Context: an optimization exercise on an open-source flow, tuned for small area, a short achievable clock period and few clock cycles per item. The choices shown serve that exercise and are no tape-out recipe.
Function was checked by simulation only, so behaviour that the tests miss may differ from the original.
Power figures rest on the tool's default switching activity, not on a simulated workload.

<file path="config.mk">
export PLATFORM = sky130hd
export DESIGN_NAME = flight_interval_timer_core
export DESIGN_NICKNAME = flight_interval_timer_core
export VERILOG_FILES = /design/flow/design.v
export SDC_FILE = /design/flow/constraint.sdc
export NUM_CORES = 4
export LEC_CHECK = 0
export ABC_CLOCK_PERIOD_IN_PS = 3000
export CAP_MARGIN = 20
export CORE_MARGIN = 2
export CORE_UTILIZATION = 40
export SETUP_SLACK_MARGIN = 4.0
export SLEW_MARGIN = 20
</file>
<file path="constraint.sdc">
create_clock -name core_clock -period 7.0 [get_ports {clk}]
set_input_delay 1.4000 -clock core_clock [delete_from_list [all_inputs] [get_ports {clk}]]
set_output_delay 1.4000 -clock core_clock [all_outputs]
set_load 0.01 [all_outputs]
</file>
<file path="design.v">
`timescale 1ns / 1ps
package fit_pkg;
	localparam int HISTORY_DEPTH_DEF = 64;
	localparam logic [1:0] CFG_PERIOD   = 2'd0;
	localparam logic [1:0] CFG_STEP     = 2'd1;
	localparam logic [1:0] CFG_PAGE_LEN = 2'd2;
	localparam logic [3:0] PAGE_LEN_RST = 4'd5;
	typedef enum logic [1:0] {
		KIND_NONE   = 2'd0,
		KIND_FLIGHT = 2'd1,
		KIND_GAP    = 2'd2
	} kind_t;
	typedef struct packed {
		logic [31:0]       period;
		logic signed [1:0] step;
		logic [3:0]        page_len;
	} cfg_t;
	typedef struct packed {
		logic rd_en;
		logic fl_we;
		logic gp_we;
		logic rd_zero;
		logic rd_bypass;
	} hist_ctl_t;
endpackage
`timescale 1ns / 1ps
module fit_cfg_regs
(
	input  logic        clk,
	input  logic        arst_n,
	input  logic        cfg_we,
	input  logic [1:0]  cfg_index,
	input  logic [31:0] cfg_data,
	output fit_pkg::cfg_t        cfg
);
	fit_pkg::cfg_t cfg_q;
	always_ff @(posedge clk or negedge arst_n) begin
		if (!arst_n) begin
			cfg_q.period   <= '0;
			cfg_q.step     <= '0;
			cfg_q.page_len <= fit_pkg::PAGE_LEN_RST;
		end else if (cfg_we) begin
			case (cfg_index)
				fit_pkg::CFG_PERIOD:   cfg_q.period   <= cfg_data;
				fit_pkg::CFG_STEP:     cfg_q.step     <= cfg_data[1:0];
				fit_pkg::CFG_PAGE_LEN: cfg_q.page_len <= cfg_data[3:0];
				default:      ;
			endcase
		end
	end
	assign cfg = cfg_q;
endmodule
`timescale 1ns / 1ps
module fit_history
#(
	parameter int HISTORY_DEPTH = fit_pkg::HISTORY_DEPTH_DEF,
	localparam int IW = $clog2(HISTORY_DEPTH)
) (
	input  logic          clk,
	input  logic          we,
	input  logic [IW-1:0] waddr,
	input  logic [31:0]   wdata,
	input  logic [IW-1:0] raddr,
	output logic [31:0]   rdata
);
	logic [31:0] flight_mem [HISTORY_DEPTH];
	always_ff @(posedge clk) begin
		if (we) begin
			flight_mem[waddr] <= wdata;
		end
	end
	assign rdata = flight_mem[raddr];
endmodule
`timescale 1ns / 1ps
module fit_pass
#(
	parameter int HISTORY_DEPTH = fit_pkg::HISTORY_DEPTH_DEF,
	localparam int IW = $clog2(HISTORY_DEPTH),
	localparam int CW = $clog2(HISTORY_DEPTH + 1)
) (
	input  logic          clk,
	input  logic          arst_n,
	input  logic          adv,
	input  fit_pkg::cfg_t cfg,
	input  logic [31:0]   raw_time_ms,
	input  logic          press_timer,
	input  logic          press_aux,
	input  logic [IW-1:0] read_index,
	output logic [31:0]   corrected_time,
	output logic          running,
	output logic [CW-1:0] flight_total,
	output logic [CW-1:0] gap_total,
	output logic [CW-1:0] page_start,
	output logic [31:0]   round_begin,
	output logic [31:0]   recorded_ms,
	output logic [1:0]    recorded_kind,
	output logic          store_full,
	output logic [31:0]   read_flight_ms
);
	localparam logic [CW-1:0] DEPTH_C = CW'(HISTORY_DEPTH);
	logic [31:0]   drift_q, ecorr_q, last_press_q, round_begin_q;
	logic          running_q;
	logic [CW-1:0] fcount_q, gcount_q, page_q;
	logic [31:0]   now_q, rec_ms_q, rd_q;
	fit_pkg::kind_t kind_q;
	logic          full_q;
	logic          wpend_q;
	logic [IW-1:0] pend_addr;
	logic [31:0]   mem_rdata;
	logic [31:0]   raw, now, span, step_ext;
	assign raw      = raw_time_ms;
	assign step_ext = {{30{cfg.step[1]}}, cfg.step};
	logic [31:0] np, cs1_s, cs1_c;
	logic [33:0] t1;
	logic [32:0] u1;
	logic        corr;
	assign np    = ~cfg.period;
	assign cs1_s = raw ^ ecorr_q ^ np;
	assign cs1_c = (raw & ecorr_q) | (raw & np) | (ecorr_q & np);
	assign t1    = {2'b00, cs1_s} + {1'b0, cs1_c, 1'b0};
	assign u1    = {1'b0, raw} + {1'b0, ecorr_q};
	assign corr  = (cfg.period != 32'd0) && (u1[32] ? t1[33] : (t1[33] | t1[32]));
	assign now = raw + drift_q;
	logic [31:0] nlp, cs2_s, cs2_c;
	assign nlp   = ~last_press_q;
	assign cs2_s = raw ^ drift_q ^ nlp;
	assign cs2_c = (raw & drift_q) | (raw & nlp) | (drift_q & nlp);
	assign span  = cs2_s + {cs2_c[30:0], 1'b1};
	logic          rb_zero, fl_we, gp_we, running_n, full_n, round_set;
	logic [CW-1:0] fcount_n, gcount_n, page_mid, page_n;
	fit_pkg::kind_t kind_n;
	assign rb_zero = (round_begin_q == 32'd0);
	always_comb begin
		fl_we     = 1'b0;
		gp_we     = 1'b0;
		full_n    = 1'b0;
		running_n = running_q;
		kind_n    = fit_pkg::KIND_NONE;
		round_set = 1'b0;
		if (press_timer) begin
			running_n = !running_q;
			if (!running_q) begin
				if (fcount_q != '0) begin
					if (gcount_q < DEPTH_C) begin
						gp_we  = 1'b1;
						kind_n = fit_pkg::KIND_GAP;
					end else begin
						full_n = 1'b1;
					end
				end
				round_set = rb_zero;
			end else begin
				if (fcount_q < DEPTH_C) begin
					fl_we  = 1'b1;
					kind_n = fit_pkg::KIND_FLIGHT;
				end else begin
					full_n = 1'b1;
				end
			end
		end
		if (press_aux && !running_n && rb_zero) begin
			round_set = 1'b1;
		end
	end
	assign fcount_n = fcount_q + CW'(fl_we);
	assign gcount_n = gcount_q + CW'(gp_we);
	assign page_mid = (fl_we && (page_q == fcount_q)) ? fcount_n : page_q;
	always_comb begin
		page_n = page_mid;
		if (press_aux && !(!running_n && rb_zero) && (fcount_n > CW'(1))) begin
			if (CW'(cfg.page_len) > page_mid) begin
				page_n = fcount_n;
			end else begin
				page_n = page_mid - CW'(cfg.page_len);
			end
		end
	end
	logic [31:0] rd_n;
	assign pend_addr = fcount_q[IW-1:0] - IW'(1);
	always_comb begin
		if (!(CW'(read_index) < fcount_n)) begin
			rd_n = 32'd0;
		end else if (fl_we && (CW'(read_index) == fcount_q)) begin
			rd_n = span;
		end else if (wpend_q && (read_index == pend_addr)) begin
			rd_n = rec_ms_q;
		end else begin
			rd_n = mem_rdata;
		end
	end
	fit_history #(
		.HISTORY_DEPTH (HISTORY_DEPTH)
	) u_history (
		.clk   (clk),
		.we    (wpend_q),
		.waddr (pend_addr),
		.wdata (rec_ms_q),
		.raddr (read_index),
		.rdata (mem_rdata)
	);
	always_ff @(posedge clk or negedge arst_n) begin
		if (!arst_n) begin
			drift_q       <= '0;
			ecorr_q       <= '0;
			last_press_q  <= '0;
			round_begin_q <= '0;
			running_q     <= 1'b0;
			fcount_q      <= '0;
			gcount_q      <= '0;
			page_q        <= '0;
			wpend_q       <= 1'b0;
		end else begin
			wpend_q <= adv && fl_we;
			if (adv) begin
				if (corr) begin
					drift_q <= drift_q + step_ext;
					ecorr_q <= step_ext - raw;
				end
				if (round_set) begin
					round_begin_q <= now;
				end
				running_q <= running_n;
				fcount_q  <= fcount_n;
				gcount_q  <= gcount_n;
				page_q    <= page_n;
				if (press_timer) begin
					last_press_q <= now;
				end
			end
		end
	end
	always_ff @(posedge clk) begin
		if (adv) begin
			now_q    <= now;
			rec_ms_q <= (kind_n != fit_pkg::KIND_NONE) ? span : 32'd0;
			kind_q   <= kind_n;
			full_q   <= full_n;
			rd_q     <= rd_n;
		end
	end
	assign corrected_time = now_q;
	assign running        = running_q;
	assign flight_total   = fcount_q;
	assign gap_total      = gcount_q;
	assign page_start     = page_q;
	assign round_begin    = round_begin_q;
	assign recorded_ms    = rec_ms_q;
	assign recorded_kind  = kind_q;
	assign store_full     = full_q;
	assign read_flight_ms = rd_q;
endmodule
`timescale 1ns / 1ps
module flight_interval_timer_core
#(
	parameter int HISTORY_DEPTH = fit_pkg::HISTORY_DEPTH_DEF,
	localparam int IW = $clog2(HISTORY_DEPTH),
	localparam int CW = $clog2(HISTORY_DEPTH + 1)
) (
	input  logic          clk,
	input  logic          arst_n,
	input  logic          in_valid,
	output logic          in_stall,
	input  logic [31:0]   raw_time_ms,
	input  logic          press_timer,
	input  logic          press_aux,
	input  logic [IW-1:0] read_index,
	output logic          out_valid,
	input  logic          out_stall,
	output logic [31:0]   corrected_time,
	output logic          running,
	output logic [CW-1:0] flight_total,
	output logic [CW-1:0] gap_total,
	output logic [CW-1:0] page_start,
	output logic [31:0]   round_begin,
	output logic [31:0]   recorded_ms,
	output logic [1:0]    recorded_kind,
	output logic          store_full,
	output logic [31:0]   read_flight_ms,
	input  logic          cfg_we,
	input  logic [1:0]    cfg_index,
	input  logic [31:0]   cfg_data
);
	localparam int TW = 32 + 2 + IW;
	fit_pkg::cfg_t cfg;
	logic          vld_s1, vld_sk;
	logic [TW-1:0] tr_s1, tr_sk, tr_in;
	logic          out_valid_q;
	logic          adv, accept;
	assign tr_in    = {raw_time_ms, press_timer, press_aux, read_index};
	assign adv      = vld_s1 && (!out_valid_q || !out_stall);
	assign in_stall = vld_sk;
	assign accept   = in_valid && !vld_sk;
	always_ff @(posedge clk or negedge arst_n) begin
		if (!arst_n) begin
			vld_s1 <= 1'b0;
			vld_sk <= 1'b0;
		end else begin
			if (adv || !vld_s1) begin
				vld_s1 <= vld_sk || accept;
				vld_sk <= 1'b0;
			end else if (accept) begin
				vld_sk <= 1'b1;
			end
		end
	end
	always_ff @(posedge clk) begin
		if (adv || !vld_s1) begin
			tr_s1 <= vld_sk ? tr_sk : tr_in;
		end
		if (!vld_sk) begin
			tr_sk <= tr_in;
		end
	end
	always_ff @(posedge clk or negedge arst_n) begin
		if (!arst_n) begin
			out_valid_q <= 1'b0;
		end else if (adv) begin
			out_valid_q <= 1'b1;
		end else if (!out_stall) begin
			out_valid_q <= 1'b0;
		end
	end
	assign out_valid = out_valid_q;
	fit_cfg_regs u_cfg (
		.clk       (clk),
		.arst_n    (arst_n),
		.cfg_we    (cfg_we),
		.cfg_index (cfg_index),
		.cfg_data  (cfg_data),
		.cfg       (cfg)
	);
	fit_pass #(
		.HISTORY_DEPTH (HISTORY_DEPTH)
	) u_pass (
		.clk            (clk),
		.arst_n         (arst_n),
		.adv            (adv),
		.cfg            (cfg),
		.raw_time_ms    (tr_s1[TW-1 -: 32]),
		.press_timer    (tr_s1[IW+1]),
		.press_aux      (tr_s1[IW]),
		.read_index     (tr_s1[IW-1:0]),
		.corrected_time (corrected_time),
		.running        (running),
		.flight_total   (flight_total),
		.gap_total      (gap_total),
		.page_start     (page_start),
		.round_begin    (round_begin),
		.recorded_ms    (recorded_ms),
		.recorded_kind  (recorded_kind),
		.store_full     (store_full),
		.read_flight_ms (read_flight_ms)
	);
endmodule
</file>
<file path="run.sh">
#!/bin/bash
# synth_recipe.tcl (not shown) runs the flow's synth.tcl, then flattens the netlist and writes it again
# the make line also repeats each setting of config.mk as NAME=value (left out here)
make -C /OpenROAD-flow-scripts/flow DESIGN_CONFIG=/design/flow/config.mk WORK_HOME=/design/flow/orfs CLKGATE_MAP_FILE= SYNTH_SCRIPT=/design/flow/synth_recipe.tcl finish
</file>
==> flow_metrics.tcl <==
set metrics [dict create \
    status "timing/DRC/antenna clean" \
    worst-setup-path-type "flip-flop to flip-flop" \
    met1Wirelength_um 129600 \
    rsz0062_at_grt "yes" \
    place_area_mm2 0.1095 \
    ys_seq_area_share_pct 70.17 \
    routed_via_density 5.903 \
    synth-simple-area-share_pct 2.710 \
    dp_cells 8837 \
    synthesis.area_mm2 0.1018 \
    place.gp.congestion 0.8951 \
    wl_met3_um 31760 \
    clk_latency_ns 0.92 \
    fin_cells 9829 \
    fp-row-count 185 \
    synth_nets 5636 \
    fin_tns_setup_ns 0 \
    routed.top_layer "met5" \
    worst_pin_slew_ns 1.113 \
    synth_compound_area_share_pct 3.556 \
    drt-total-wl_um 322100 \
    drtIter0Drc 7399 \
    hp-class "flip-flop to flip-flop" \
    start_util_pct 40.15 \
    die_area_mm2 0.2584 \
    slew_headroom_pct 25.79 \
    fmax_mhz 258.6 \
    drv_slew 0 \
    cts_buffers 240 \
    antenna_left 0 \
    cp.arrival_ns 4.49 \
    end_kind "flip-flop" \
    final_common_cell "edfxtp_1" \
    synth.distinct_cells 80 \
    min_period_ns 3.866 \
    crit_chain "buf_4 > buf_6 > fa_2 > buf_6 > ha_4 > nor2b_4 > o21ai_4 > a2111o_1 > buf_6 > buf_6 > o211a_4 > o21ai_4 > a22o_4 > buf_6 > o21ai_4 > xor2_2 > mux2_4 > nor2_1" \
    yosys.area_share.xor_xnor_pct 1.265 \
    nets 6601 \
    power_density_mw_per_mm2 434.3 \
    io-pin-count 234 \
    crit_buf_inv 6 \
    clk_path_buf_depth 3 \
    cts_hold_repair.buffers 0 \
    required_ns 7.62 \
    synthCells 5291 \
    grt_max_degree 99 \
    wire_per_inst_um 32.77 \
    wl_met2_um 150200 \
    grt_usage_pct 24.46 \
    core_mm2 0.2535 \
    finalHoldViolations 0 \
    gr-total-overflow 0 \
    fin_crit_sh_pct 55.23 \
    async_reset_ff_share_pct 7.918 \
    setup_viol_count_final 0 \
    cts_tree "yes" \
    die_width_um 508.4 \
    grt_pass1_wl_um 442500 \
    clk_pin_slew_ns 0.06 \
    cp_max_fo 5 \
    synth_edf_count 2187 \
    io_buffers 233 \
    synth.area.mux_share_pct 16.61 \
    crit_top_cell "buf_6" \
    p_leak_nw 44.66 \
    dp_hpwl_um 174000 \
    synth_top_family_by_area "multiplexers" \
    areaGrowthSynthToFinish_pct 25.44 \
    cap_violations 0 \
    first_pass_iters 6 \
    critical_path.max_stage_delay_ns 0.48 \
    design_area_mm2 0.1276 \
    start_kind "flip-flop" \
    synthAdderAreaFrac_pct 3.765 \
    finalClockSkew_ns 0.08788 \
    dieHeight_um 508.4 \
    num_vias 58020 \
    synth-seq-cells 2425 \
    drive_above_1_share_pct 36.83 \
    synthFlopType "edfxtp_1" \
    drc 0 \
    cts_htree_levels 4 \
    layout_common_cells "2187 x edfxtp_1, 669 x mux4_2, 352 x buf_4, 252 x clkbuf_16, 230 x inv_1" \
    cts_sinks 2425 \
    slowest_stage "fa_2" \
    ir_worst_vdd_mv 0.3884 \
    avgSynthCellArea_um2 19.23 \
    critPathTopFamily "compound AO/OA/AOI/OAI gates" \
    antenna_found_initial 32 \
    grt_pass1_vias 57070 \
    clockRootBuffer "clkbuf_16" \
    ys_warn_count 4 \
]
-- cells in the mapped netlist (5+ instances only) --
| cell type | number | area share, % |
|---|---|---|
| edfxtp_1 | 2187 | 65 |
| mux4_2 | 669 | 15 |
| inv_1 | 263 | 0.97 |
| ha_1 | 199 | 2.4 |
| nor2_1 | 198 | 0.73 |
| dfrtp_1 | 190 | 4.7 |
| nand2_1 | 151 | 0.56 |
| a21oi_1 | 142 | 0.70 |
| mux2_2 | 122 | 1.4 |
| clkbuf_1 | 112 | 0.41 |
| o21ai_0 | 111 | 0.55 |
| a21o_1 | 96 | 0.71 |
| xnor2_1 | 89 | 0.77 |
| fa_1 | 67 | 1.3 |
| xor2_1 | 58 | 0.50 |
| buf_2 | 57 | 0.28 |
| nand3_1 | 50 | 0.25 |
| a211oi_1 | 46 | 0.34 |
| dfxtp_1 | 46 | 0.90 |
| nor2b_1 | 44 | 0.27 |
| mux2i_1 | 42 | 0.41 |
| nand4_1 | 29 | 0.18 |
| nor4_1 | 28 | 0.17 |
| buf_1 | 25 | 0.092 |
| o21a_1 | 21 | 0.15 |
| o21bai_1 | 20 | 0.15 |
| nand2b_1 | 17 | 0.10 |
| nor3_1 | 17 | 0.084 |
| and3_1 | 13 | 0.080 |
| a31oi_1 | 12 | 0.074 |
| o211ai_1 | 12 | 0.089 |
| buf_6 | 11 | 0.12 |
| o21ai_1 | 11 | 0.054 |
| nand3b_1 | 10 | 0.074 |
| a2111oi_0 | 9 | 0.077 |
| a211o_1 | 7 | 0.060 |
| a21boi_0 | 6 | 0.044 |
| buf_4 | 6 | 0.044 |
| a221oi_1 | 5 | 0.043 |
| a31o_2 | 5 | 0.043 |
| and2_1 | 5 | 0.031 |
| o22ai_1 | 5 | 0.031 |
| o311ai_0 | 5 | 0.043 |
| o31ai_1 | 5 | 0.037 |
-- repair_timing --
action                                  4_1_cts  5_1_grt
resized for setup                          1035      345
endpoints found under the setup margin     2479     1280
gates cloned                                 89       14
buffers inserted                            336      104
pin swaps                                   144      116
-- registers in the layout, indices dropped and copies added (netlist names), 32 cells and up, named ones only --
| register | count |
|---|---|
| u_cfg.cfg_q | 38 |
| tr_s1 | 40 |
| u_pass.now_q | 32 |
| u_pass.drift_q | 32 |
| u_pass.last_press_q | 32 |
| u_pass.rd_q | 32 |
| tr_sk | 40 |
| u_pass.rec_ms_q | 32 |
| u_pass.u_history.flight_mem | 2048 |
| u_pass.round_begin_q | 32 |
| u_pass.ecorr_q | 32 |
-- stage by stage --
step	util, %	setup WS [ns]	power (mW)	hold slack [ns]
2_1_floorplan	-	3.526	29.23	0.4461
3_3_place_gp	43.20	1.933	34.86	0.4540
3_5_place_dp	43.21	1.848	35.18	0.4579
4_1_cts	49.36	3.019	52.76	0.4777
5_1_grt	50.36	3.060	57.51	0.4921
6_report	50.36	3.134	55.43	0.4763
-- cell families after synthesis --
family	Yosys count
flops	2425
compound gates	557
simple gates	585
xor+xnor	147
mux	837
buf+inv	474
fa+ha+maj	266
-- area by class of cell --
type,count,area (um^2)
timing repair buffer,915,11410
multi-input combinational,2411,31760
clock inverter,147,1488
fill,20220,125800
inverter,263,1016
antenna,6,15.01
sequential,2425,71450
clock buffer,296,6300
tap,3366,4212
-- power breakdown --
part,internal (mW),total (mW),switching [mW],leakage (nW)
logic,10.2,23.4,13.2,18.3
clock network,7.17,12.8,5.66,3.77
registers,18.6,19.3,0.652,22.6
total,36.0,55.4,19.5,44.7
-- layer usage --
layer	up-vias	track usage [%]
met5	-	0
met3	492	5.237
met4	8	6.837
met2	3060	38.56
met1	31070	34.39
li1	23400	-
-- path summary, 6_finish.rpt --
check	start	slack, ns	cells after the start	endpoint
max	tr_s1[9]	3.13	18	u_pass.rd_q[23]
min	tr_sk[33]	0.48	1	tr_sk[33]
max reg2reg	tr_s1[9]	3.13	18	u_pass.rd_q[23]
min reg2reg	tr_sk[33]	0.48	1	tr_sk[33]
max in group asynchronous	arst_n	5.31	2	u_pass.last_press_q[29]
min in group asynchronous	arst_n	0.62	1	vld_s1
Testbench counts, summed over its fixed seeds: cycles 12,016, items 12,000.

==> what the ideal ports hide <==
In the flow no input, the clock included, has a driving cell. The finished layout below was timed again as built, in two steps. Step 1 assumes that a clkbuf_16 drives the clock port and a buf_2 every other input. Step 2 adds t to the input delays and takes it off the output delays; t is the mean of the earliest and latest rising clock arrival at the registers after step 1. Input paths then give back, and output paths get back, about the clock's delay inside the block. a / b / c = ideal / step 1 / step 2; a / b = the first two.
shift t [ns]: 0.968
setup WS [ns]: 3.134 / 3.134 / 2.407
worst setup path after step 2: input to register
pins driven straight from the clock port: 1
After both steps setup and hold are still met in this run. The setup slack of this run moves by 0.000 ns with the drivers and by -0.727 ns with both steps.
